Background: an optimization exercise with open tools, aiming at small area, a short achievable clock period and few clock cycles per item. Do not read the settings as production practice. The RTL was checked by simulation tests, not by an equivalence proof against the original design.

==> exp/raven <==
Design ahb_ml_mac_acc, start of the top module:
module ahb_ml_mac_acc #(
  parameter int DATA_W  = 16,
  parameter int VEC_LEN = 8,
  parameter int ACC_W   = 40
) (
  input  logic        HCLK,
  input  logic        HRESETn,
  input  logic        HSEL,
  input  logic        HREADY,
  input  logic [1:0]  HTRANS,
  input  logic [2:0]  HSIZE,
  input  logic        HWRITE,
  input  logic [31:0] HADDR,
  input  logic [31:0] HWDATA,
  output logic        HREADYOUT,
  output logic [1:0]  HRESP,
  output logic [31:0] HRDATA,
  output logic        IRQ
);
  localparam int SW = 35;    
  logic [DATA_W-1:0] x_q [VEC_LEN];
  logic [DATA_W-1:0] w_q [VEC_LEN];
  logic [VEC_LEN-1:0] vx_q, vw_q;
  logic [3:0]  len_q;
  logic [3:0]  eff_q;
  logic        ie_q, done_q, busy_q, cap_q, restart_q, kill_q, rz_q;
  logic        rz_next;
  logic        hold_a, hold_b;
  logic [2:0]  kx_q, kw_q;
  logic [SW-1:0] s_q;
  logic [SW-1:0] r_q;
  logic       sel;
  logic       a_ctrl_n, a_len_n, a_lo_n, a_hi_n, a_x_n, a_w_n;
  logic       t_ctrl, t_len, t_lo, t_hi, t_x, t_w, t_xr, t_wr, wr_q;
  logic [2:0] j_q;
  logic [VEC_LEN-1:0] vx_next, vw_next;
  ...
export LEC_CHECK = 0
export ABC_AREA = 1
export CAP_MARGIN = 20
export CORE_MARGIN = 2
export CORE_UTILIZATION = 40
export SLEW_MARGIN = 20
create_clock -name core_clock -period 11.0 [get_ports {HCLK}]
run.sh (not shown) runs the stock make flow with config.mk's settings and CLKGATE_MAP_FILE= SYNTH_SCRIPT=/design/flow/synth_recipe.tcl, a recipe that flattens the netlist after the stock synthesis.
==> exp/amber: changes against exp/raven <==
--- a/flow/design.v
+++ b/flow/design.v
@@ -13,208 +13,183 @@
   input  logic [31:0] HADDR,
   input  logic [31:0] HWDATA,
   output logic        HREADYOUT,
   output logic [1:0]  HRESP,
   output logic [31:0] HRDATA,
   output logic        IRQ
 );
   localparam int SW = 35;    
-  logic [DATA_W-1:0] x_q [VEC_LEN];
-  logic [DATA_W-1:0] w_q [VEC_LEN];
-  logic [VEC_LEN-1:0] vx_q, vw_q;
-  logic [3:0]  len_q;
-  logic [3:0]  eff_q;
-  logic        ie_q, done_q, busy_q, cap_q, restart_q, kill_q, rz_q;
-  logic        rz_next;
-  logic        hold_a, hold_b;
-  logic [2:0]  kx_q, kw_q;
-  logic [SW-1:0] s_q;
-  logic [SW-1:0] r_q;
   logic       sel;
   logic       a_ctrl_n, a_len_n, a_lo_n, a_hi_n, a_x_n, a_w_n;
-  logic       t_ctrl, t_len, t_lo, t_hi, t_x, t_w, t_xr, t_wr, wr_q;
+  logic       t_ctrl, t_len, t_lo, t_hi, t_x, t_w, wr_q;
   logic [2:0] j_q;
-  logic [VEC_LEN-1:0] vx_next, vw_next;
   assign sel      = HSEL & HREADY & HTRANS[1];
   assign a_ctrl_n = sel & (HADDR[7:0] == 8'h00);
   assign a_len_n  = sel & (HADDR[7:0] == 8'h04);
   assign a_lo_n   = sel & (HADDR[7:0] == 8'h08);
   assign a_hi_n   = sel & (HADDR[7:0] == 8'h0C);
   assign a_x_n    = sel & (HADDR[7:5] == 3'b010) & (HADDR[1:0] == 2'b00);
   assign a_w_n    = sel & (HADDR[7:5] == 3'b100) & (HADDR[1:0] == 2'b00);
   always_ff @(posedge HCLK or negedge HRESETn) begin
     if (!HRESETn) begin
       t_ctrl <= 1'b0;
       t_len  <= 1'b0;
       t_lo   <= 1'b0;
       t_hi   <= 1'b0;
       t_x    <= 1'b0;
       t_w    <= 1'b0;
-      t_xr   <= 1'b0;
-      t_wr   <= 1'b0;
       wr_q   <= 1'b0;
       j_q    <= '0;
     end else begin
       t_ctrl <= a_ctrl_n;
       t_len  <= a_len_n;
-      t_lo   <= a_lo_n & ~rz_next;
-      t_hi   <= a_hi_n & ~rz_next;
+      t_lo   <= a_lo_n;
+      t_hi   <= a_hi_n;
       t_x    <= a_x_n;
       t_w    <= a_w_n;
-      t_xr   <= a_x_n & vx_next[HADDR[4:2]];
-      t_wr   <= a_w_n & vw_next[HADDR[4:2]];
       wr_q   <= HWRITE;
       j_q    <= HADDR[4:2];
     end
   end
+  logic signed [DATA_W-1:0] x_q [VEC_LEN];
+  logic signed [DATA_W-1:0] w_q [VEC_LEN];
+  logic [3:0]  len_q;
+  logic [3:0]  eff_q;
+  logic        ie_q, done_q, busy_q, cap_q, restart_q;
+  logic        hold_a, hold_b;
+  logic [2:0]  kx_q, kw_q;
+  logic [SW-1:0] s_q;
+  logic [SW-1:0] r_q;
   logic        ctrl_we, clear_go, start_go, caught_up;
   logic        wx, ww, wop, len_we, restart;
   logic [3:0]  len_wr;
-  logic        len_big;
   assign ctrl_we   = wr_q & t_ctrl;
   assign clear_go  = ctrl_we & HWDATA[1];
   assign start_go  = ctrl_we & HWDATA[0] & ~HWDATA[1] & ~busy_q;
   assign caught_up = (eff_q == len_q) & ~restart_q;
   assign wx     = wr_q & t_x & ~busy_q;
   assign ww     = wr_q & t_w & ~busy_q;
   assign wop    = wx | ww;
   assign len_we = wr_q & t_len & ~busy_q;
-  assign len_big = (|HWDATA[31:4]) | (HWDATA[3] & (|HWDATA[2:0]));
-  assign len_wr  = len_big ? 4'd8 : HWDATA[3:0];
-  always_comb begin
-    for (int i = 0; i < VEC_LEN; i++) begin
-      vx_next[i] = vx_q[i] | (wx & (j_q == 3'(i)));
-      vw_next[i] = vw_q[i] | (ww & (j_q == 3'(i)));
-    end
-  end
-  always_ff @(posedge HCLK) begin
-    for (int i = 0; i < VEC_LEN; i++) begin
-      if (wx & (j_q == 3'(i)))
-        x_q[i] <= HWDATA[DATA_W-1:0];
-      if (ww & (j_q == 3'(i)))
-        w_q[i] <= HWDATA[DATA_W-1:0];
-    end
-  end
+  assign len_wr = (HWDATA > 32'd8) ? 4'd8 : HWDATA[3:0];
   always_ff @(posedge HCLK or negedge HRESETn) begin
     if (!HRESETn) begin
-      vx_q  <= '0;
-      vw_q  <= '0;
+      for (int i = 0; i < VEC_LEN; i++) begin
+        x_q[i] <= '0;
+        w_q[i] <= '0;
+      end
       len_q <= '0;
       ie_q  <= 1'b0;
     end else begin
-      vx_q <= vx_next;
-      vw_q <= vw_next;
+      for (int i = 0; i < VEC_LEN; i++) begin
+        if (wx & (j_q == 3'(i)))
+          x_q[i] <= HWDATA[DATA_W-1:0];
+        if (ww & (j_q == 3'(i)))
+          w_q[i] <= HWDATA[DATA_W-1:0];
+      end
       if (len_we)
         len_q <= len_wr;
       if (ctrl_we)
         ie_q <= HWDATA[2];
     end
   end
   logic [DATA_W-1:0] xk, wk;
-  logic [2:0]  ei;
-  logic        step_full, take_a, take_b, step, v1_next;
+  logic [3:0]  e;
+  logic        step_full, take_a, take_b, step;
   logic [DATA_W-1:0] a_in, b_in;
-  logic [3:0]  eff_inc, eff_next;
   assign xk = x_q[kx_q];
   assign wk = w_q[kw_q];
   assign restart   = (wop & ({1'b0, j_q} < eff_q)) | restart_q;
-  assign step_full = ~busy_q & ~len_we &
-                     (restart ? (wop & (j_q == 3'd0) & (len_q != 4'd0))
-                              : ((eff_q < len_q) & (kx_q == eff_q[2:0]) &
-                                 (kw_q == eff_q[2:0])));
+  assign e         = restart ? 4'd0 : eff_q;
+  assign step_full = ~busy_q & ~len_we & (e < len_q) &
+                     (kx_q == e[2:0]) & (kw_q == e[2:0]);
   assign take_a    = busy_q & ~hold_a & (eff_q < len_q) & (kx_q == eff_q[2:0]);
   assign take_b    = busy_q & ~hold_b & (eff_q < len_q) & (kw_q == eff_q[2:0]);
   assign step      = step_full | ((hold_a | take_a) & (hold_b | take_b));
-  assign ei      = restart ? 3'd0 : eff_q[2:0];
-  assign v1_next = step & (wx | vx_q[ei]) & (ww | vw_q[ei]);
   assign a_in = wop ? HWDATA[DATA_W-1:0] : xk;
   assign b_in = ww ? xk : wk;
-  assign eff_inc  = eff_q + 4'd1;
-  assign eff_next = restart ? {3'd0, step} : (step ? eff_inc : eff_q);
   logic [DATA_W-1:0] a1_q, b1_q;
   logic              v1_q;
   logic [SW-1:0]     ms, mc, ps_q, pc_q;
   logic [SW-1:0]     s_next;
+  logic [3:0]        eff_next;
+  assign eff_next = e + {3'd0, step};
+  mac_booth_csa u_mul (.a(a1_q), .b(b1_q), .s(ms), .c(mc));
   always_ff @(posedge HCLK) begin
     if (step_full | take_a)
       a1_q <= a_in;
     if (step_full | take_b)
       b1_q <= b_in;
   end
-  mac_booth_csa u_mul (.en(v1_q), .a(a1_q), .b(b1_q), .s(ms), .c(mc));
   assign s_next = s_q + ps_q + pc_q;
-  always_ff @(posedge HCLK) begin
-    ps_q <= ms;
-    pc_q <= mc;
-    s_q  <= kill_q ? '0 : s_next;
-  end
   always_ff @(posedge HCLK or negedge HRESETn) begin
     if (!HRESETn) begin
       v1_q      <= 1'b0;
+      ps_q      <= '0;
+      pc_q      <= '0;
+      s_q       <= '0;
       eff_q     <= '0;
       restart_q <= 1'b0;
-      kill_q    <= 1'b1;
       hold_a    <= 1'b0;
       hold_b    <= 1'b0;
     end else begin
-      v1_q      <= v1_next;
+      v1_q      <= step;
+      ps_q      <= (v1_q & ~restart) ? ms : '0;
+      pc_q      <= (v1_q & ~restart) ? mc : '0;
+      s_q       <= restart ? '0 : s_next;
       eff_q     <= eff_next;
-      restart_q <= len_we & ~restart_q & (len_wr < eff_q);
-      kill_q    <= restart;
+      restart_q <= len_we & (len_wr < eff_next);
       if (step | ~busy_q) begin
         hold_a <= 1'b0;
         hold_b <= 1'b0;
       end else begin
         hold_a <= hold_a | take_a;
         hold_b <= hold_b | take_b;
       end
     end
   end
   logic busy_next;
   assign busy_next = ~clear_go & (start_go | busy_q) & ~caught_up;
-  assign rz_next   = clear_go | (rz_q & ~cap_q);
-  always_ff @(posedge HCLK) begin
-    if (cap_q & ~clear_go)
-      r_q <= s_next;
-  end
   always_ff @(posedge HCLK or negedge HRESETn) begin
     if (!HRESETn) begin
       busy_q <= 1'b0;
       done_q <= 1'b0;
       cap_q  <= 1'b0;
-      rz_q   <= 1'b1;
+      r_q    <= '0;
       kx_q   <= '0;
       kw_q   <= '0;
     end else begin
       busy_q <= busy_next;
       cap_q  <= ~clear_go & (start_go | busy_q) & caught_up;
       if (clear_go)
         done_q <= 1'b0;
       else if (start_go | busy_q)
         done_q <= caught_up;
-      rz_q   <= rz_next;
+      if (clear_go)
+        r_q <= '0;
+      else if (cap_q)
+        r_q <= s_next;
       kx_q <= (a_x_n | (a_w_n & ~busy_q)) ? HADDR[4:2] : eff_next[2:0];
       kw_q <= (a_w_n | (a_x_n & ~busy_q)) ? HADDR[4:2] : eff_next[2:0];
     end
   end
   assign HRDATA = ({32{t_ctrl}} & {28'd0, 1'b0, ie_q, done_q, busy_q}) |
                   ({32{t_len}}  & {28'd0, len_q}) |
                   ({32{t_lo}}   & r_q[31:0]) |
                   ({32{t_hi}}   & {{29{r_q[SW-1]}}, r_q[SW-1:32]}) |
-                  ({32{t_xr}}   & {{16{xk[DATA_W-1]}}, xk}) |
-                  ({32{t_wr}}   & {{16{wk[DATA_W-1]}}, wk});
+                  ({32{t_x}}    & {{16{xk[DATA_W-1]}}, xk}) |
+                  ({32{t_w}}    & {{16{wk[DATA_W-1]}}, wk});
   assign HREADYOUT = 1'b1;
   assign HRESP     = 2'b00;
   assign IRQ       = done_q & ie_q;
   logic unused_ok;
   assign unused_ok = ^{HSIZE, HTRANS[0], HADDR[31:8]};
 endmodule
 module mac_booth_csa (
-  input  logic        en,
   input  logic [15:0] a,
   input  logic [15:0] b,
   output logic [34:0] s,
   output logic [34:0] c
 );
   logic [7:0] neg, one, two;
   logic pp0_0;
   logic pp0_1;
@@ -601,40 +576,40 @@
   logic s231;
   logic c232;
   logic s233;
   logic c234;
   logic s235;
   logic c236;
   logic s237;
   logic c238;
-  assign neg[0] = en & b[1];
-  assign one[0] = en & (b[0] ^ 1'b0);
-  assign two[0] = en & ((b[1] & ~b[0] & ~1'b0) | (~b[1] & b[0] & 1'b0));
-  assign neg[1] = en & b[3];
-  assign one[1] = en & (b[2] ^ b[1]);
-  assign two[1] = en & ((b[3] & ~b[2] & ~b[1]) | (~b[3] & b[2] & b[1]));
-  assign neg[2] = en & b[5];
-  assign one[2] = en & (b[4] ^ b[3]);
-  assign two[2] = en & ((b[5] & ~b[4] & ~b[3]) | (~b[5] & b[4] & b[3]));
-  assign neg[3] = en & b[7];
-  assign one[3] = en & (b[6] ^ b[5]);
-  assign two[3] = en & ((b[7] & ~b[6] & ~b[5]) | (~b[7] & b[6] & b[5]));
-  assign neg[4] = en & b[9];
-  assign one[4] = en & (b[8] ^ b[7]);
-  assign two[4] = en & ((b[9] & ~b[8] & ~b[7]) | (~b[9] & b[8] & b[7]));
-  assign neg[5] = en & b[11];
-  assign one[5] = en & (b[10] ^ b[9]);
-  assign two[5] = en & ((b[11] & ~b[10] & ~b[9]) | (~b[11] & b[10] & b[9]));
-  assign neg[6] = en & b[13];
-  assign one[6] = en & (b[12] ^ b[11]);
-  assign two[6] = en & ((b[13] & ~b[12] & ~b[11]) | (~b[13] & b[12] & b[11]));
-  assign neg[7] = en & b[15];
-  assign one[7] = en & (b[14] ^ b[13]);
-  assign two[7] = en & ((b[15] & ~b[14] & ~b[13]) | (~b[15] & b[14] & b[13]));
+  assign neg[0] = b[1];
+  assign one[0] = b[0] ^ 1'b0;
+  assign two[0] = (b[1] & ~b[0] & ~1'b0) | (~b[1] & b[0] & 1'b0);
+  assign neg[1] = b[3];
+  assign one[1] = b[2] ^ b[1];
+  assign two[1] = (b[3] & ~b[2] & ~b[1]) | (~b[3] & b[2] & b[1]);
+  assign neg[2] = b[5];
+  assign one[2] = b[4] ^ b[3];
+  assign two[2] = (b[5] & ~b[4] & ~b[3]) | (~b[5] & b[4] & b[3]);
+  assign neg[3] = b[7];
+  assign one[3] = b[6] ^ b[5];
+  assign two[3] = (b[7] & ~b[6] & ~b[5]) | (~b[7] & b[6] & b[5]);
+  assign neg[4] = b[9];
+  assign one[4] = b[8] ^ b[7];
+  assign two[4] = (b[9] & ~b[8] & ~b[7]) | (~b[9] & b[8] & b[7]);
+  assign neg[5] = b[11];
+  assign one[5] = b[10] ^ b[9];
+  assign two[5] = (b[11] & ~b[10] & ~b[9]) | (~b[11] & b[10] & b[9]);
+  assign neg[6] = b[13];
+  assign one[6] = b[12] ^ b[11];
+  assign two[6] = (b[13] & ~b[12] & ~b[11]) | (~b[13] & b[12] & b[11]);
+  assign neg[7] = b[15];
+  assign one[7] = b[14] ^ b[13];
+  assign two[7] = (b[15] & ~b[14] & ~b[13]) | (~b[15] & b[14] & b[13]);
   assign pp0_0 = ((one[0] & a[0]) | (two[0] & 1'b0)) ^ neg[0];
   assign pp0_1 = ((one[0] & a[1]) | (two[0] & a[0])) ^ neg[0];
   assign pp0_2 = ((one[0] & a[2]) | (two[0] & a[1])) ^ neg[0];
   assign pp0_3 = ((one[0] & a[3]) | (two[0] & a[2])) ^ neg[0];
   assign pp0_4 = ((one[0] & a[4]) | (two[0] & a[3])) ^ neg[0];
   assign pp0_5 = ((one[0] & a[5]) | (two[0] & a[4])) ^ neg[0];
   assign pp0_6 = ((one[0] & a[6]) | (two[0] & a[5])) ^ neg[0];
   assign pp0_7 = ((one[0] & a[7]) | (two[0] & a[6])) ^ neg[0];
==> flow/config.mk (replaced) <==
export PLATFORM = sky130hd
export DESIGN_NAME = ahb_ml_mac_acc
export DESIGN_NICKNAME = ahb_ml_mac_acc
export VERILOG_FILES = /design/flow/design.v
export SDC_FILE = /design/flow/constraint.sdc
export NUM_CORES = 4
export LEC_CHECK = 0
export CAP_MARGIN = 20
export CORE_MARGIN = 2
export CORE_UTILIZATION = 40
export SLEW_MARGIN = 20
==> results by group <==
Final layout
  – Design area: 0.0284 sq mm
  – Multi-input combinational area share: 37.3%
  – Largest cell class by area: flip-flops and latches

Drt
  – Via density: 5.35
  – Met3 wire length: 4080 microns

Logic synthesis
  – Share of the synthesized area in the top cell type: 38.7%

Hold path
  – Origin of the worst min-delay path: vw_q[3]

Global routing
  – Met3 usage: 2.96%

STA
  – Setup Skew: 0.0246 ns

Status
  – Status: timing/DRC/antenna clean
That was exp/raven.
==> results by group <==
Floorplan
  – # IOs: 110

Logic synthesis
  – Simple-Gate Fraction of Synth Area: 11.5%
  – Share of the synthesized area in the top cell type: 36.3%

Hold path
  – Origin of the worst min-delay path: r_q[28]

Global routing
  – Met3 usage: 2.59%

Status
  – Status: timing/DRC/antenna clean

Drt
  – WL final: 81100 microns
  – Via density: 5.77

STA
  – Setup Skew: 0.0625 ns

Final layout
  – Design area: 0.0322 sq mm
  – Multi-input combinational area share: 49.5%
That was exp/amber.
Testbench counts of exp/raven, summed over its fixed seeds: cycles 28,076, items 2,000.
Testbench counts of exp/amber, summed over its fixed seeds: cycles 28,076, items 2,000.

## afterwards: timing with drivers on the ports
The flow's constraints put no driver on any port. The routed layouts listed below were extracted and timed again, unchanged, in two steps.
Step 1 sets driving cells, clkbuf_16 on the clock port and buf_2 on the other inputs (assumed; they add their load-dependent delay and slew).
Step 2 times the ports against the registers' clock, not the clock port: input delays grow and output delays shrink by t, the midpoint of the rising clock arrivals with the driver on.
Slacks: ideal ports / drivers / drivers and shift; pairs: ideal ports / drivers.
run	t, ns	setup WS [ns]	hold WS [ns]	worst setup path at the end	worst register clock-pin slew, ns
exp/raven	0.657	4.890 / 4.825 / 5.482	0.474 / 0.474 / 0.474	register to output	0.07 / 0.07
exp/amber	0.651	4.785 / 4.730 / 5.294	0.479 / 0.479 / 0.479	input to register	0.07 / 0.07
After both steps setup and hold are still met in every run listed.
